This is an optimization exercise on Yosys and OpenROAD, whose aim is small area, not a production implementation. Only simulation tests tie the RTL to the original design; equivalence was not proved. Power is estimated from default activity; no workload was simulated. The clock port is modelled as an ideal driver; clocking choices that lean on that would not hold on a real chip.

==> flow/design.v <==
`default_nettype none
package limn_pkg;
    typedef logic [31:0] word_t;     
    typedef logic [4:0]  reg_idx_t;  
    typedef logic [5:0]  opcode_t;   
    localparam opcode_t op_tnop      = 6'b00_0000;  
    localparam opcode_t op_addi      = 6'b11_1100;
    localparam opcode_t op_subi      = 6'b11_0100;
    localparam opcode_t op_andi      = 6'b01_1100;
    localparam opcode_t op_xori      = 6'b01_0100;
    localparam opcode_t op_ori       = 6'b00_1100;
    localparam opcode_t op_lui       = 6'b00_0100;
    localparam opcode_t op_beq       = 6'b11_1101;
    localparam opcode_t op_bne       = 6'b11_0101;
    localparam opcode_t op_j         = 6'b00_0110;
    localparam opcode_t op_jal       = 6'b00_0111;
    localparam opcode_t op_load_long = 6'b10_1011;
    localparam opcode_t op_store_reg = 6'b10_1010;  
    localparam opcode_t op_store_imm = 6'b00_1010;  
    localparam reg_idx_t reg_lr = 5'd31;
    typedef enum logic [1:0] {
        st_fetch,
        st_execute,
        st_memory,
        st_halted
    } core_state_e;
endpackage
`default_nettype wire
`timescale 1ns/1ps
`default_nettype none
module limn_core #(
    parameter limn_pkg::word_t reset_vector = 32'hFFFE_0000
) (
    input  wire                   clk,
    input  wire                   rst_n,
    output limn_pkg::word_t       addr,
    input  wire limn_pkg::word_t  data_in,
    output limn_pkg::word_t       data_out,
    output logic                  we,
    output logic                  cs,
    input  wire                   rdy,
    output logic                  halted
);
    localparam logic [3:0] S_FETCH = 4'd0;   
    localparam logic [3:0] S_WAITX = 4'd1;   
    localparam logic [3:0] S_EXEC  = 4'd2;   
    localparam logic [3:0] S_P2    = 4'd3;   
    localparam logic [3:0] S_MEM   = 4'd4;   
    localparam logic [3:0] S_WAITW = 4'd5;   
    localparam logic [3:0] S_WB    = 4'd6;   
    localparam logic [3:0] S_CPW   = 4'd7;   
    localparam logic [3:0] S_CP    = 4'd8;   
    localparam logic [3:0] S_HALT  = 4'd9;
    localparam logic [3:0] S_CLR   = 4'd10;  
    logic [3:0]  st;
    logic [3:0]  ph;        
    logic [31:0] ir;        
    logic [31:0] dr;        
    logic [15:0] pc;        
    logic        c;         
    logic        ci;        
    logic        z;         
    logic [31:0] rf [1:31];
    wire [5:0] op    = ir[5:0];
    wire [4:0] r1    = ir[10:6];
    wire [4:0] r2    = ir[15:11];
    wire is_alu   = (op[2:0] == 3'b100) && !(op[5] && !op[4]);
    wire is_br    = (op[2:0] == 3'b101) && op[5] && op[4];
    wire is_jmp   = (op[5:1] == 5'b00011);
    wire is_jal   = is_jmp && op[0];
    wire is_load  = (op == 6'b101011);
    wire is_store = (op[4:0] == 5'b01010);
    wire is_nop   = (op == 6'b000000);
    wire known    = is_alu || is_br || is_jmp || is_load || is_store || is_nop;
    wire is_sub   = (op[5:3] == 3'b110);
    wire is_lui   = (op[5:3] == 3'b000);
    wire st_exec = (st == S_EXEC);
    wire st_p2   = (st == S_P2);
    wire st_wb   = (st == S_WB);
    wire st_cp   = (st == S_CP);
    wire clr     = (st == S_CLR);
    wire ph_last = (ph == 4'd15);
    wire ph_pc   = (ph != 4'd0) && (ph <= 4'd8);    
    wire [4:0] ridx = (is_br || (is_store && st_p2)) ? r1 : r2;
    logic [3:0] rsel_hi;
    logic [7:0] rsel_lo;
    logic [1:0] rd;
    always_comb begin
        for (int k = 0; k < 4; k++) rsel_hi[k] = (ridx[4:3] == 2'(k));
        for (int k = 0; k < 8; k++) rsel_lo[k] = (ridx[2:0] == 3'(k));
        rd = 2'b00;
        for (int k = 1; k < 32; k++) begin
            rd = rd | ({2{rsel_hi[k / 8] && rsel_lo[k % 8]}} & rf[k][1:0]);
        end
    end
    wire [1:0] imm_d = (ph == 4'd0) ? ir[17:16] : ir[19:18];
    logic [1:0] off_d, jt_d, simm_d;
    always_comb begin
        off_d  = (ph[2:0] == 3'd0) ? ir[24:23] : ir[7 + 2*ph[2:0] +: 2];
        jt_d   = (ph[2:0] == 3'd0) ? ir[18:17] : ir[1 + 2*ph[2:0] +: 2];
        case (ph)
            4'd0:    simm_d = ir[28:27];
            4'd1:    simm_d = ir[30:29];
            4'd2:    simm_d = {1'b0, ir[31]};
            default: simm_d = 2'b00;
        endcase
    end
    wire [1:0] m = ((is_lui ? ph[3] : !ph[3])) ? imm_d : 2'b00;
    wire        taken = op[3] ? z : !z;
    wire        br_p2 = st_p2 && is_br;
    wire [1:0]  ax    = br_p2 ? pc[1:0] : rd;
    wire [1:0]  ay    = br_p2 ? ((ph_pc && taken) ? off_d : 2'b00) : is_sub ? ~m : m;
    wire        acin  = (ph == 4'd0) ? (is_sub && !br_p2) : c;
    wire [2:0]  msum  = {1'b0, ax} + {1'b0, ay} + {2'b00, acin};
    logic [1:0] alu_d;
    always_comb begin
        case (op[5:3])
            3'b111, 3'b110: alu_d = msum[1:0];
            3'b011:         alu_d = rd & m;
            3'b010:         alu_d = rd ^ m;
            default:        alu_d = rd | m;
        endcase
    end
    wire [1:0] ix   = ph_pc ? pc[1:0] : 2'b11;
    wire       icin = (ph == 4'd1) ? 1'b1 : ci;
    wire [2:0] isum = {1'b0, ix} + {2'b00, icin};
    wire [1:0] jal_d = (ph == 4'd0) ? 2'b00 : isum[1:0];
    wire        wen   = (st_exec && (is_alu || is_jal)) || st_wb;
    wire [4:0]  widx  = is_jal ? 5'd31 : r1;
    wire [1:0]  wdata = clr ? 2'b00 : st_wb ? dr[1:0] : is_jal ? jal_d : alu_d;
    logic [3:0] wsel_hi;
    logic [7:0] wsel_lo;
    always_comb begin
        for (int k = 0; k < 4; k++) wsel_hi[k] = clr || (wen && widx[4:3] == 2'(k));
        for (int k = 0; k < 8; k++) wsel_lo[k] = clr || (widx[2:0] == 3'(k));
    end
    always_ff @(posedge clk) begin
        for (int k = 1; k < 32; k++) begin
            rf[k][29:0]  <= rf[k][31:2];
            rf[k][31:30] <= (wsel_hi[k / 8] && wsel_lo[k % 8]) ? wdata : rf[k][1:0];
        end
    end
    logic [1:0] pc_in;
    logic       pc_upd;
    always_comb begin
        if (clr)               pc_in = reset_vector[2*ph +: 2];
        else if (br_p2)        pc_in = taken ? msum[1:0] : isum[1:0];
        else if (is_jmp)       pc_in = jt_d;
        else                   pc_in = isum[1:0];
        pc_upd = ph_pc && (clr || st_p2 || (st_exec && !is_br && !is_store));
    end
    always_ff @(posedge clk) begin
        pc <= {pc_upd ? pc_in : pc[1:0], pc[15:2]};
    end
    wire daddr = (st_exec && is_load) || (st_p2 && is_store);
    wire pcopy = clr || st_wb;
    logic [1:0] ih_in;
    always_comb begin
        if (daddr)             ih_in = msum[1:0];
        else if (clr)          ih_in = reset_vector[2*ph +: 2];
        else if (st_cp || st_wb) ih_in = pc[1:0];
        else                   ih_in = ir[17:16];
    end
    wire ih_en = st_cp || (ph_pc && (daddr || pcopy)) || (st_exec && is_alu && ph != 4'd0);
    always_ff @(posedge clk) begin
        if (st == S_FETCH && rdy) begin
            ir <= data_in;
        end else if (ih_en) begin
            ir[31:16] <= {ih_in, ir[31:18]};
        end
    end
    wire [1:0] d_in = op[5] ? rd : simm_d;
    always_ff @(posedge clk) begin
        if (st_exec || st_wb) begin
            dr <= {d_in, dr[31:2]};
        end else if (cs && rdy) begin
            dr <= data_in;
        end
    end
    always_ff @(posedge clk) begin
        c  <= msum[2];
        ci <= isum[2];
        if (st_exec) begin
            z <= ((ph == 4'd0) || z) && (rd == 2'b00);
        end
    end
    always_ff @(posedge clk) begin
        if (!rst_n) begin
            st  <= S_CLR;
            ph  <= 4'd0;
        end else begin
            ph <= ph + 4'd1;
            case (st)
                S_CLR:   if (ph_last) st <= S_FETCH;
                S_FETCH: if (rdy) st <= S_WAITX;
                S_WAITX: if (ph_last) st <= known ? S_EXEC : S_HALT;
                S_EXEC:  if (ph_last) st <= (is_br || is_store) ? S_P2 : is_load ? S_MEM : S_CPW;
                S_P2:    if (is_br ? (ph == 4'd8) : ph_last) st <= is_store ? S_MEM : S_CP;
                S_MEM:   if (rdy) st <= is_load ? S_WAITW : S_CPW;
                S_WAITW: if (ph_last) st <= S_WB;
                S_WB:    if (ph_last) st <= S_FETCH;
                S_CPW:   if (ph[2:0] == 3'd0) st <= S_CP;
                S_CP:    if (ph[2:0] == 3'd0) st <= S_FETCH;
                default: st <= S_HALT;
            endcase
        end
    end
    assign cs       = (st == S_FETCH) || (st == S_MEM);
    assign we       = (st == S_MEM) && is_store;
    assign addr     = {14'h3FFF, ir[31:16], 2'b00};
    assign data_out = dr;
    assign halted   = (st == S_HALT);
endmodule
`default_nettype wire
==> flow/config.mk <==
export PLATFORM = sky130hd
export DESIGN_NAME = limn_core
export DESIGN_NICKNAME = limn_core
export VERILOG_FILES = /design/flow/design.v
export SDC_FILE = /design/flow/constraint.sdc
export NUM_CORES = 4
export LEC_CHECK = 0
export ABC_AREA = 1
export CAP_MARGIN = 20
export CORE_MARGIN = 2
export CORE_UTILIZATION = 40
export SLEW_MARGIN = 20
==> flow/constraint.sdc <==
create_clock -name core_clock -period 10.0 [get_ports {clk}]
set_input_delay 2.0000 -clock core_clock [delete_from_list [all_inputs] [get_ports {clk}]]
set_output_delay 2.0000 -clock core_clock [all_outputs]
set_load 0.01 [all_outputs]
standard.sh (not shown) runs the stock make flow with config.mk's settings and CLKGATE_MAP_FILE= SYNTH_SCRIPT=/design/flow/synth_recipe.tcl, a recipe that flattens the netlist after the stock synthesis.
==> flow/flow/run.sh <==
#!/bin/bash
# Layout flow: the standard flow (standard.sh) with three changes.
#  1. After the standard synthesis, its combinational logic is mapped again
#     with an area-oriented ABC script (flow/remap.ys, flow/area.abc).  The
#     registers are kept as black boxes: same cells, same names.
#  2. Clock tree: clkbuf_16 sink buffers over clusters of up to 34
#     flip-flops, and no dummy loads for level balancing.
#  3. Port buffers: buf_1 instead of the default pick (clkdlybuf4s50_1).
# Logs: standard_synth.log, remap.log, standard_flow.log here, and each ORFS
# step's own log under orfs/logs/.
set -euo pipefail
WORK=$PWD
R=$WORK/orfs/results/$FLOW_PLATFORM/limn_core/base
LIB=$FLOW_HOME/platforms/$FLOW_PLATFORM/lib/sky130_fd_sc_hd__tt_025C_1v80.lib
YOSYS=$FLOW_HOME/../tools/install/yosys/bin/yosys
[ -x "$YOSYS" ] || YOSYS=yosys
export CTS_ARGS="-sink_clustering_enable -repair_clock_nets -dont_use_dummy_load -buf_list sky130_fd_sc_hd__clkbuf_16 -sink_clustering_size 34 -sink_clustering_max_diameter 80"
export BUFFER_PORTS_ARGS="-buffer_cell sky130_fd_sc_hd__buf_1"

bash standard.sh synth > standard_synth.log 2>&1

cp "$R/1_2_yosys.v" "$R/1_2_yosys_standard.v"
DONTUSE=""
for c in $(grep -o "sky130_fd_sc_hd__\(lpflow\|probe\)[a-z0-9_]*" "$FLOW_HOME/platforms/$FLOW_PLATFORM/config.mk" | sort -u); do
  DONTUSE="$DONTUSE -dont_use $c"
done
sed -e "s#@LIB@#$LIB#g" -e "s#@FLOW@#$WORK/flow#g" -e "s#@IN@#$R/1_2_yosys_standard.v#g" \
    -e "s#@OUT@#$WORK/remapped.v#g" -e "s#@TOP@#$FLOW_TOP#g" -e "s#@DONTUSE@#$DONTUSE#g" \
    flow/remap.ys > remap_run.ys
use_remap=0
# Only registers of the types stubs.v declares are supported
if ! grep -o "sky130_fd_sc_hd__[a-z0-9_]*" "$R/1_2_yosys_standard.v" | sort -u \
     | grep -E "__(s?e?df|dl|sdl)" | grep -qvE "__(dfxtp_1|edfxtp_1)$"; then
  if "$YOSYS" -l remap.log -s remap_run.ys > /dev/null 2>&1; then
    regs() { grep -oE "sky130_fd_sc_hd__(dfxtp_1|edfxtp_1) [^ ]+" "$1" | sort; }
    if [ -s remapped.v ] && cmp -s <(regs "$R/1_2_yosys_standard.v") <(regs remapped.v); then
      use_remap=1
    fi
  fi
fi
if [ $use_remap = 1 ]; then
  cp remapped.v "$R/1_2_yosys.v"
  rm -f "$R/1_synth.odb" "$R/1_synth.sdc"
  echo "using the re-mapped netlist" >> remap.log
else
  echo "keeping the standard netlist" >> remap.log
fi

bash standard.sh > standard_flow.log 2>&1
==> flow/flow/area.abc <==
strash
dc2
dch -f
map -a
topo
Other scripts of this flow, unchanged in this note and not shown: flow/flow/remap.ys, flow/flow/stubs.v
Edit:
--- a/flow/flow/run.sh
+++ b/flow/flow/run.sh
@@ -5,5 +5,6 @@
 #     registers are kept as black boxes: same cells, same names.
 #  2. Clock tree: clkbuf_16 sink buffers over clusters of up to 34
-#     flip-flops, and no dummy loads for level balancing.
+#     flip-flops, clkbuf_8 above them, and no dummy loads for level
+#     balancing.
 #  3. Port buffers: buf_1 instead of the default pick (clkdlybuf4s50_1).
 # Logs: standard_synth.log, remap.log, standard_flow.log here, and each ORFS
@@ -15,5 +16,5 @@
 YOSYS=$FLOW_HOME/../tools/install/yosys/bin/yosys
 [ -x "$YOSYS" ] || YOSYS=yosys
-export CTS_ARGS="-sink_clustering_enable -repair_clock_nets -dont_use_dummy_load -buf_list sky130_fd_sc_hd__clkbuf_16 -sink_clustering_size 34 -sink_clustering_max_diameter 80"
+export CTS_ARGS="-sink_clustering_enable -repair_clock_nets -dont_use_dummy_load -buf_list sky130_fd_sc_hd__clkbuf_16 -sink_clustering_size 34 -sink_clustering_max_diameter 80 -root_buf sky130_fd_sc_hd__clkbuf_8 -tree_buf sky130_fd_sc_hd__clkbuf_8"
 export BUFFER_PORTS_ARGS="-buffer_cell sky130_fd_sc_hd__buf_1"
 
==> flow/flow/area.abc (replaced) <==
strash
dc2
dch -f
map -a
strash
dc2
dch -f
map -a
strash
dc2
dch -f
map -a
topo
What happened:
- final area is lower by 0.67%
- core utilization is lower by 0.21 points
- via count is lower by 0.72%
- power is lower by 4.5%
- wire length is lower by 1.4%
- global-route usage is lower by 0.15 points
- combinational power is higher by about 2%
- clock power is lower by about 4%
- worst hold slack is worse by 39 ps
- final cell count is lower by 0.76%
- die area is lower by 0.32%

## static timing again, ports no longer ideal
No port has a modelled driver above. Below, the same layouts with a new extraction and two added sets of constraints. Step 1 (the two cells are an assumption about what drives the block):
set clk [get_ports {clk}]
set_driving_cell -lib_cell sky130_fd_sc_hd__clkbuf_16 $clk
set_driving_cell -lib_cell sky130_fd_sc_hd__buf_2 [delete_from_list [all_inputs] $clk]
Step 2 also shifts input and output timing later by t, the mid clock arrival at the registers, as if the neighbouring blocks saw the same clock. Three values: no drivers, after step 1, after step 2; two values: the first two.
| run | shift t [ns] | slack for setup (ns) | worst data-port slew with drivers (ns) |
|---|---|---|---|
| the first run | 0.635 | 4.389 / 4.389 / 4.389 | 0.05 |
| the second run | 0.715 | 4.563 / 4.563 / 4.563 | 0.05 |
After both steps every run listed still meets setup and hold.
